Context: an optimization exercise on an open-source flow, tuned for small area. The choices shown serve that exercise and are no tape-out recipe.
In this exercise RTL edits were held to simulation tests only and were not proved equivalent to the original.
No activity file was given, so power comes from the tool's default toggle rates.

`config.mk`:
```
export PLATFORM = sky130hd
export DESIGN_NAME = chip8_top
export DESIGN_NICKNAME = chip8_top
export VERILOG_FILES = /design/flow/design.v
export SDC_FILE = /design/flow/constraint.sdc
export NUM_CORES = 4
export LEC_CHECK = 0
export CAP_MARGIN = 20
export CORE_MARGIN = 2
export CORE_UTILIZATION = 40
export SLEW_MARGIN = 20
```
`constraint.sdc`:
```
create_clock -name core_clock -period 10.0 [get_ports {clk}]
set_input_delay 2.0000 -clock core_clock [delete_from_list [all_inputs] [get_ports {clk}]]
set_output_delay 2.0000 -clock core_clock [all_outputs]
set_load 0.01 [all_outputs]
```
`design.v`:
```
package chip8_pkg;
  typedef logic [7:0] byte_t;
endpackage
`timescale 1ns/1ps
module chip8_top (
  input  logic        clk,
  input  logic        reset,
  input  logic [7:0]  mem_rdata,
  output logic        mem_read,
  output logic        mem_write,
  output logic [11:0] mem_addr,
  output logic [7:0]  mem_wdata
);
  localparam logic [3:0] S_CLR  = 4'd0;
  localparam logic [3:0] S_F0   = 4'd1;
  localparam logic [3:0] S_F1   = 4'd2;
  localparam logic [3:0] S_EL   = 4'd3;
  localparam logic [3:0] S_EX0  = 4'd4;
  localparam logic [3:0] S_EX1  = 4'd5;
  localparam logic [3:0] S_EX2  = 4'd6;
  localparam logic [3:0] S_SK1  = 4'd7;
  localparam logic [3:0] S_SK2  = 4'd8;
  localparam logic [3:0] S_STTW = 4'd11;
  localparam logic [3:0] S_STH  = 4'd12;
  localparam logic [3:0] S_STT  = 4'd13;
  localparam logic [3:0] S_STU  = 4'd14;
  localparam logic [3:0] S_ST55 = 4'd15;
  logic [3:0]  st, st_n;
  logic [3:0]  rp;
  logic [3:0]  sp, sp_n;
  logic [11:0] pc, pc_n;
  logic [11:0] ireg, i_n;
  logic [7:0]  irh, irh_n;
  logic [7:0]  t, t_n;
  logic [7:0]  vr [16];
  logic [11:0] sr [16];
  logic        vwe;
  logic        push;
  logic        inc;
  wire [7:0]  lo   = mem_rdata;
  wire [3:0]  c    = irh[7:4];
  wire [3:0]  x    = irh[3:0];
  wire [3:0]  y    = lo[7:4];
  wire [3:0]  n    = lo[3:0];
  wire [7:0]  head = vr[0];
  wire        atX  = (rp == x);
  wire        atY  = (rp == y);
  wire        at0  = (rp == 4'd0);
  wire        atF  = (rp == 4'd15);
  wire        atSP = (rp == sp);
  logic       za, ia, ib, k100, k10, ck;
  logic       rs, rg, rr, rl;
  logic [7:0] op_a, op_b, p, g, sum, res;
  logic [8:0] cy;
  logic       cout, zero;
  always_comb begin
    za   = 1'b0;
    ia   = 1'b0;
    ib   = 1'b0;
    k100 = 1'b0;
    k10  = 1'b0;
    ck   = 1'b0;
    rs   = 1'b1;
    rg   = 1'b0;
    rr   = 1'b0;
    rl   = 1'b0;
    case (c)
      4'h1, 4'h2, 4'h6, 4'hA: za = 1'b1;
      4'h3, 4'h4, 4'h5, 4'h9: ib = 1'b1;
      4'h8: begin
        case (n)
          4'h0: za = 1'b1;
          4'h1: begin ck = 1'b1; rg = 1'b1; end
          4'h2: begin rs = 1'b0; rg = 1'b1; end
          4'h3: ck = 1'b1;
          4'h5: ib = 1'b1;
          4'h6: begin rs = 1'b0; rr = 1'b1; end
          4'h7: ia = 1'b1;
          4'hE: begin rs = 1'b0; rl = 1'b1; end
          default: ;
        endcase
      end
      default: ;
    endcase
    if (st == S_STH || st == S_STT) begin
      za   = 1'b1;
      ia   = 1'b1;
      k100 = (st == S_STH);
      k10  = (st == S_STT);
    end
    if (st == S_CLR || st == S_EX2) begin
      rs = 1'b0;
      rg = 1'b0;
      rr = 1'b0;
      rl = 1'b0;
    end
  end
  assign op_a = ((head & {8{~za}}) | (k100 ? 8'h64 : 8'h00) | (k10 ? 8'h0A : 8'h00)) ^ {8{ia}};
  assign op_b = t ^ {8{ib}};
  assign p    = op_a ^ op_b;
  assign g    = op_a & op_b;
  assign cy[0] = ia | ib;
  for (genvar k = 0; k < 8; k++) begin : g_carry
    assign cy[k + 1] = ~ck & (g[k] | (p[k] & cy[k]));
  end
  assign sum  = p ^ cy[7:0];
  assign cout = cy[8];
  assign zero = (sum == 8'd0);
  assign res  = (sum & {8{rs}}) | (g & {8{rg}}) | ({1'b0, head[7:1]} & {8{rr}}) |
                ({head[6:0], 1'b0} & {8{rl}}) | {7'd0, (st == S_EX2) & t[0]};
  logic fl, valid8, flagop;
  always_comb begin
    fl     = cout;
    valid8 = 1'b1;
    flagop = 1'b1;
    case (n)
      4'h0, 4'h1, 4'h2, 4'h3: flagop = 1'b0;
      4'h6: fl = head[0];
      4'h7: fl = cout & ~zero;
      4'hE: fl = head[7];
      4'h4, 4'h5: ;
      default: begin valid8 = 1'b0; flagop = 1'b0; end
    endcase
  end
  wire skip = zero ^ (c == 4'h4 || c == 4'h9);
  wire        storing = (st[3:2] == 2'b11);
  wire [3:0]  off     = (st == S_ST55) ? rp : {2'b00, st[1:0]};
  wire [11:0] addr    = (storing ? ireg : pc) + (storing ? {8'd0, off} : {11'd0, inc});
  assign mem_addr  = addr;
  assign mem_wdata = (st == S_ST55) ? head : ((st == S_STU) ? t : {4'd0, rp});
  wire [3:0]  jh  = ((c == 4'hF) ? ireg[11:8] : x) + {3'd0, cout};
  wire [11:0] jmp = {jh, sum};
  always_comb begin
    st_n  = st;
    pc_n  = pc;
    sp_n  = sp;
    i_n   = ireg;
    t_n   = t;
    irh_n = irh;
    vwe   = 1'b0;
    push  = 1'b0;
    inc   = 1'b0;
    mem_read  = 1'b0;
    mem_write = 1'b0;
    case (st)
      S_CLR: begin
        vwe = 1'b1;
        if (atF)
          st_n = S_F0;
      end
      S_F0: begin
        mem_read = 1'b1;
        st_n     = S_F1;
      end
      S_F1: begin
        mem_read = 1'b1;
        inc      = 1'b1;
        pc_n     = addr;
        irh_n    = lo;
        st_n     = S_EL;
      end
      S_EL: begin
        mem_read = 1'b1;
        t_n      = (c == 4'hF) ? ireg[7:0] : lo;
        st_n     = S_EX0;
      end
      S_EX0, S_EX1, S_EX2: begin
        mem_read = 1'b1;
        case (c)
          4'h0: begin
            if (x == 4'h0 && lo == 8'hEE) begin
              if (st == S_EX0) begin
                sp_n = sp - 4'd1;
                st_n = S_EX1;
              end else if (atSP) begin
                pc_n = sr[0];
                st_n = S_F0;
              end
            end else begin
              inc = 1'b1; pc_n = addr; st_n = S_F0;
            end
          end
          4'h1: begin
            pc_n = jmp;
            st_n = S_F0;
          end
          4'h2: begin
            if (atSP) begin
              push = 1'b1;
              inc  = 1'b1;
              sp_n = sp + 4'd1;
              pc_n = jmp;
              st_n = S_F0;
            end
          end
          4'h3, 4'h4: begin
            if (atX) begin
              inc = 1'b1; pc_n = addr;
              st_n = skip ? S_SK1 : S_F0;
            end
          end
          4'h5, 4'h9: begin
            if (n != 4'h0) begin
              inc = 1'b1; pc_n = addr; st_n = S_F0;
            end else if (st == S_EX0) begin
              if (atY) begin
                t_n  = head;
                st_n = S_EX1;
              end
            end else if (atX) begin
              inc = 1'b1; pc_n = addr;
              st_n = skip ? S_SK1 : S_F0;
            end
          end
          4'h6, 4'h7: begin
            if (atX) begin
              vwe = 1'b1;
              inc = 1'b1; pc_n = addr; st_n = S_F0;
            end
          end
          4'h8: begin
            if (!valid8) begin
              inc = 1'b1; pc_n = addr; st_n = S_F0;
            end else if (st == S_EX0) begin
              if (atY) begin
                t_n  = head;
                st_n = S_EX1;
              end
            end else if (st == S_EX1) begin
              if (atX) begin
                vwe = 1'b1;
                t_n = {t[7:1], fl};
                if (flagop)
                  st_n = S_EX2;
                else begin
                  inc = 1'b1; pc_n = addr; st_n = S_F0;
                end
              end
            end else begin
              if (atF) begin
                vwe = 1'b1;
                inc = 1'b1; pc_n = addr; st_n = S_F0;
              end
            end
          end
          4'hA: begin
            i_n = jmp;
            inc = 1'b1; pc_n = addr; st_n = S_F0;
          end
          4'hB: begin
            if (at0) begin
              pc_n = jmp;
              st_n = S_F0;
            end
          end
          4'hF: begin
            if (lo == 8'h1E) begin
              if (atX) begin
                i_n = jmp;
                inc = 1'b1; pc_n = addr; st_n = S_F0;
              end
            end else if (lo == 8'h33) begin
              if (st == S_EX0) begin
                if (atX) begin
                  t_n  = head;
                  st_n = S_EX1;
                end
              end else if (atF) begin
                st_n = S_STH;
              end
            end else if (lo == 8'h55) begin
              if (atF)
                st_n = S_ST55;
            end else begin
              inc = 1'b1; pc_n = addr; st_n = S_F0;
            end
          end
          default: begin
            inc = 1'b1; pc_n = addr; st_n = S_F0;
          end
        endcase
      end
      S_SK1: begin
        inc = 1'b1; pc_n = addr; st_n = S_SK2;
      end
      S_SK2: begin
        inc = 1'b1; pc_n = addr; st_n = S_F0;
      end
      S_ST55: begin
        mem_write = 1'b1;
        if (rp == x)
          st_n = S_SK2;
      end
      S_STH, S_STT: begin
        if (cout)
          t_n = sum;
        else begin
          mem_write = 1'b1;
          st_n      = (st == S_STH) ? S_STTW : S_STU;
        end
      end
      S_STTW: begin
        if (atF)
          st_n = S_STT;
      end
      S_STU: begin
        mem_write = 1'b1;
        st_n      = S_SK2;
      end
      default: st_n = S_CLR;
    endcase
  end
  always_ff @(posedge clk or posedge reset) begin
    if (reset) begin
      st   <= S_CLR;
      rp   <= 4'd0;
      sp   <= 4'd0;
      pc   <= 12'h200;
      ireg <= 12'd0;
    end else begin
      st   <= st_n;
      rp   <= rp + 4'd1;
      sp   <= sp_n;
      pc   <= pc_n;
      ireg <= i_n;
    end
  end
  always_ff @(posedge clk) begin
    irh <= irh_n;
    t   <= t_n;
    for (int k = 0; k < 15; k++) begin
      vr[k] <= vr[k + 1];
      sr[k] <= sr[k + 1];
    end
    vr[15] <= vwe ? res : vr[0];
    sr[15] <= push ? addr : sr[0];
  end
endmodule
```
`run.sh`:
```
#!/bin/bash
# synth_recipe.tcl (not shown) runs the flow's synth.tcl, then flattens the netlist and writes it again
# the make line also repeats each setting of config.mk as NAME=value (left out here)
make -C /OpenROAD-flow-scripts/flow DESIGN_CONFIG=/design/flow/config.mk WORK_HOME=/design/flow/orfs CLKGATE_MAP_FILE= SYNTH_SCRIPT=/design/flow/synth_recipe.tcl finish
```
==> notes.md <==
[worst min path at each step]
stage,to,slack [ns],depth (start not counted)
2_1_floorplan,sr[0][0],0.31,0
5_1_grt,sr[14][6],0.32,0
6_report,sr[0][6],0.31,0
3_5_place_dp,sr[11][7],0.31,0
4_1_cts,sr[0][6],0.31,0
3_3_place_gp,vr[11][5],0.31,0
[cell type report]
| cell class | instances | area (µm²) |
|---|---|---|
| clock buffer | 56 | 1140 |
| tap | 402 | 503 |
| sequential | 372 | 7790 |
| inverter | 18 | 67.6 |
| multi-input combinational | 659 | 4710 |
| clock inverter | 11 | 95.1 |
| timing repair buffer | 84 | 709 |
| fill | 2918 | 16400 |
[kinds of logic (layout without fill, tap and decap cells)]
kind of cell               count (synthesis)  after routing
DFF                                      372            372
and+or+nand+nor                          282            282
AOI/OAI and AO/OA                        238            238
buffers and inverters                     71            169
xor gates and xnor gates                  59             59
muxes                                     48             48
adders and majority gates                 32             32
[what timing repair did]
| action | 4_1_cts | 5_1_grt |
|---|---|---|
| hold endpoints to repair | 0 | 0 |
| endpoints found under the setup margin | 1 | 1 |
| gates resized for setup | 14 | 22 |
| pin swaps | 5 | 5 |
| buffers inserted | 2 | 2 |
| gates cloned | 0 | 0 |
[cell usage in the layout, fill, tap and decap left out, drive strengths merged, types with 5 or more instances in the layout]
cell type	count
nand2	89
and3	12
a21o	7
inv	18
dfrtp	35
o2bb2ai	5
o21a	12
nor2	67
a211oi	5
and2	9
mux2i	20
clkinv	10
o31ai	5
nand3	22
nand2b	8
ha	22
nor4	7
a21oi	44
mux2	28
a31oi	18
xnor2	32
xor2	27
nand4	13
o211ai	7
o221ai	7
nor2b	11
fa	10
edfxtp	16
nor4b	5
clkbuf	57
nor3	11
clkdlybuf4s50	28
nor3b	6
a22oi	25
o21ai	54
dfxtp	320
buf	53
[per-stage QoR]
stage	total power [mW]	instance area [µm²]
floorplan	2.96	12700
global placement	3.53	13600
detailed placement	3.53	13600
CTS	4.95	14900
global route	5.25	15000
finish	4.98	15000
[registers in the layout, summed over array words and instances, names as in the netlist, 8 cells and up]
name  cells
sr      192
vr      128
ireg     12
pc       12
irh       8
t         8
[where the power goes]
group	switching, mW	leakage [nW]	internal (mW)
Combinational	0.922	2.23	0.647
Sequential	0.189	3.26	1.86
Clock	0.547	0.617	0.818
Total	1.66	6.11	3.32
[metal layers]
| layer | global-route usage [%] | up-vias | part of all wire, % | wire [µm] |
|---|---|---|---|---|
| met2 | 30.5 | 308 | 44 | 14300 |
| met3 | 3.89 | 70 | 6.7 | 2150 |
| met4 | 7.35 | 0 | 3.1 | 999 |
| li1 | - | 4040 | - | - |
| met5 | 0 | - | 0 | 0 |
| met1 | 27.2 | 4128 | 46 | 14800 |
[worst max-delay path, delay by kind of cell]
kind / cells / cell delay, ns
adder cells (fa/ha/maj): 8 / 2.95
AND/OR/NAND/NOR: 12 / 1.69
buffers and inverters: 4 / 1.00
AO/OA/AOI/OAI: 1 / 0.09
==> results.toml <==
[grt]
overflow = 0
grt_util_all_layers_pct = 19.7
grt_start_max_net_pins = 37
antenna_found_initial = 0
grt_pass1_wl_mm = 50.4
grt_pass1_vias = 8489

[layout]
finalNonFillerCells = 1602
synthToLayoutAreaGrowth_pct = 18.2
num_antenna_cells = 0
nets = 1214
layout-drive-gt1-share_pct = 15.2
utilization_pct = 47.8

[critical_path]
slowest_stage = "clkdlybuf4s50_1"
r2r_slack_ns = 2.43
r2r_cells = 31
critPathLaunch = "mem_rdata[2]"
cp-endpoint = "mem_write"
critPathLaunchType = "input pin"
required_ns = 8.00
path_common_cell = "fa_2"
max_stage_delay_ns = 0.49
end_kind = "output pin"
cp_max_fo = 7
arrival_ns = 7.71
r2r_end = "pc[10]"
r2r_start = "irh[7]"
crit_type = "input pin to output pin"

[clocking]
tritoncts = "built"
path_clk_slew_ns = 0.06
cts_max_level = 2
cts_root_buf = "clkbuf_16"
cts_sinks = 372
cts-hold-fix-buffers = 0
insertion_delay_ns = 0.53
numCtsBuffers = 37
cts.path.max_buffers = 3

[detailed_routing]
wl_per_cell_um = 20.1
drc = 0
vias = 8546
viasPerCell = 5.33
routed_wl_mm = 32.2
drtIter0Drc = 663
firstDrtPassIters = 5
ant_nets = 0

[worst_hold_path]
hold_start = "sr[1][6]"
hp-class = "flop to flop"

[sta]
fin_crit_ns = 9.71
tightestPinTransition_ns = 0.977
finalHoldViolations = 0
finalHoldWorstSlack_ns = 0.310
setup_viol = 0
finalMaxSlewViolations = 0
fin_crit_sh_pct = 97.1
relSlewSlack_pct = 34.9
fin_worst_skew_ns = 0.0183
rsz0062_at_grt = "false"
fin_setup_tns_ns = 0
setup_slack_ns = 0.287
fmax_mhz = 103

[yosys]
synthesis.area_um2 = 12700
synth_simple_gate_area_share_pct = 11.4
synth_area_leaders = "dfxtp_1, dfrtp_1, edfxtp_1, nand2_1, xnor2_1"
ys_types = 90
synth-async-reset-ratio_pct = 9.68
ys_ff_latch = 372
synth_compound_area_share_pct = 12.9
ys.flop_type = "dfxtp_1"
synthCells = 1102
synth_top_family_by_area = "compound AO/OA/AOI/OAI gates"
synth_top_area_share_pct = 50.5
yosys_warnings = 3
synth_edf_count = 16
synth_xor_area_share_pct = 4.07
synth_top_cell_by_area = "dfxtp_1"
syn_nets = 1144
synth-adder-area-share_pct = 3.74
avgSynthCellArea_um2 = 11.5
yosysSeqAreaShare_pct = 61.3
yosys-top-cells-count = "dfxtp_1, nand2_1, nor2_1, a21oi_1, o21ai_0"
yosysMostFrequentCell = "dfxtp_1"
synth_mux_area_share_pct = 4.09

[die]
rows = 65
die-height_um = 182
die_width_um = 182
initial_core_util_pct = 40.4
core_area_um2 = 31400
io_pins = 32
die_area_um2 = 33200

[flow_run]
drv_cap = 0

[power_and_ir_drop]
leakagePower_nw = 6.11
ir_drop_mv = 0.166
powerDensity_nw_per_um2 = 332

[placement]
place.gp.congestion = 0.939
dp_slack_ns = -0.707
dp.final_hpwl_mm = 22.3
io_buffers = 31
dp_cells = 1530

[outcome]
status = "timing/DRC/antenna clean"

==> port drivers added, routing unchanged <==
How much do the figures lean on ideal ports? The routed layout below was timed once more, with nothing changed but the port constraints.
Step 1 assumes that a clkbuf_16 drives the clock port and a buf_2 every other input.
Step 2 moves the port delays by t, midway between the first and last clock arrival at a register: inputs arrive t later, outputs are due t later. That takes back most of the time a late clock gives input paths.
a / b / c = no drivers / after step 1 / after step 2; a / b = the first two.
t (ns): 0.570
setup slack, ns: 0.287 / 0.263 / 0.263
latest minus earliest clock arrival (ns): 0.019 / 0.020
worst slew at a driven data input, ns: 0.03
After both steps setup and hold are still met in this run. The setup slack of this run moves by -0.024 ns with the drivers and by -0.024 ns with both steps.
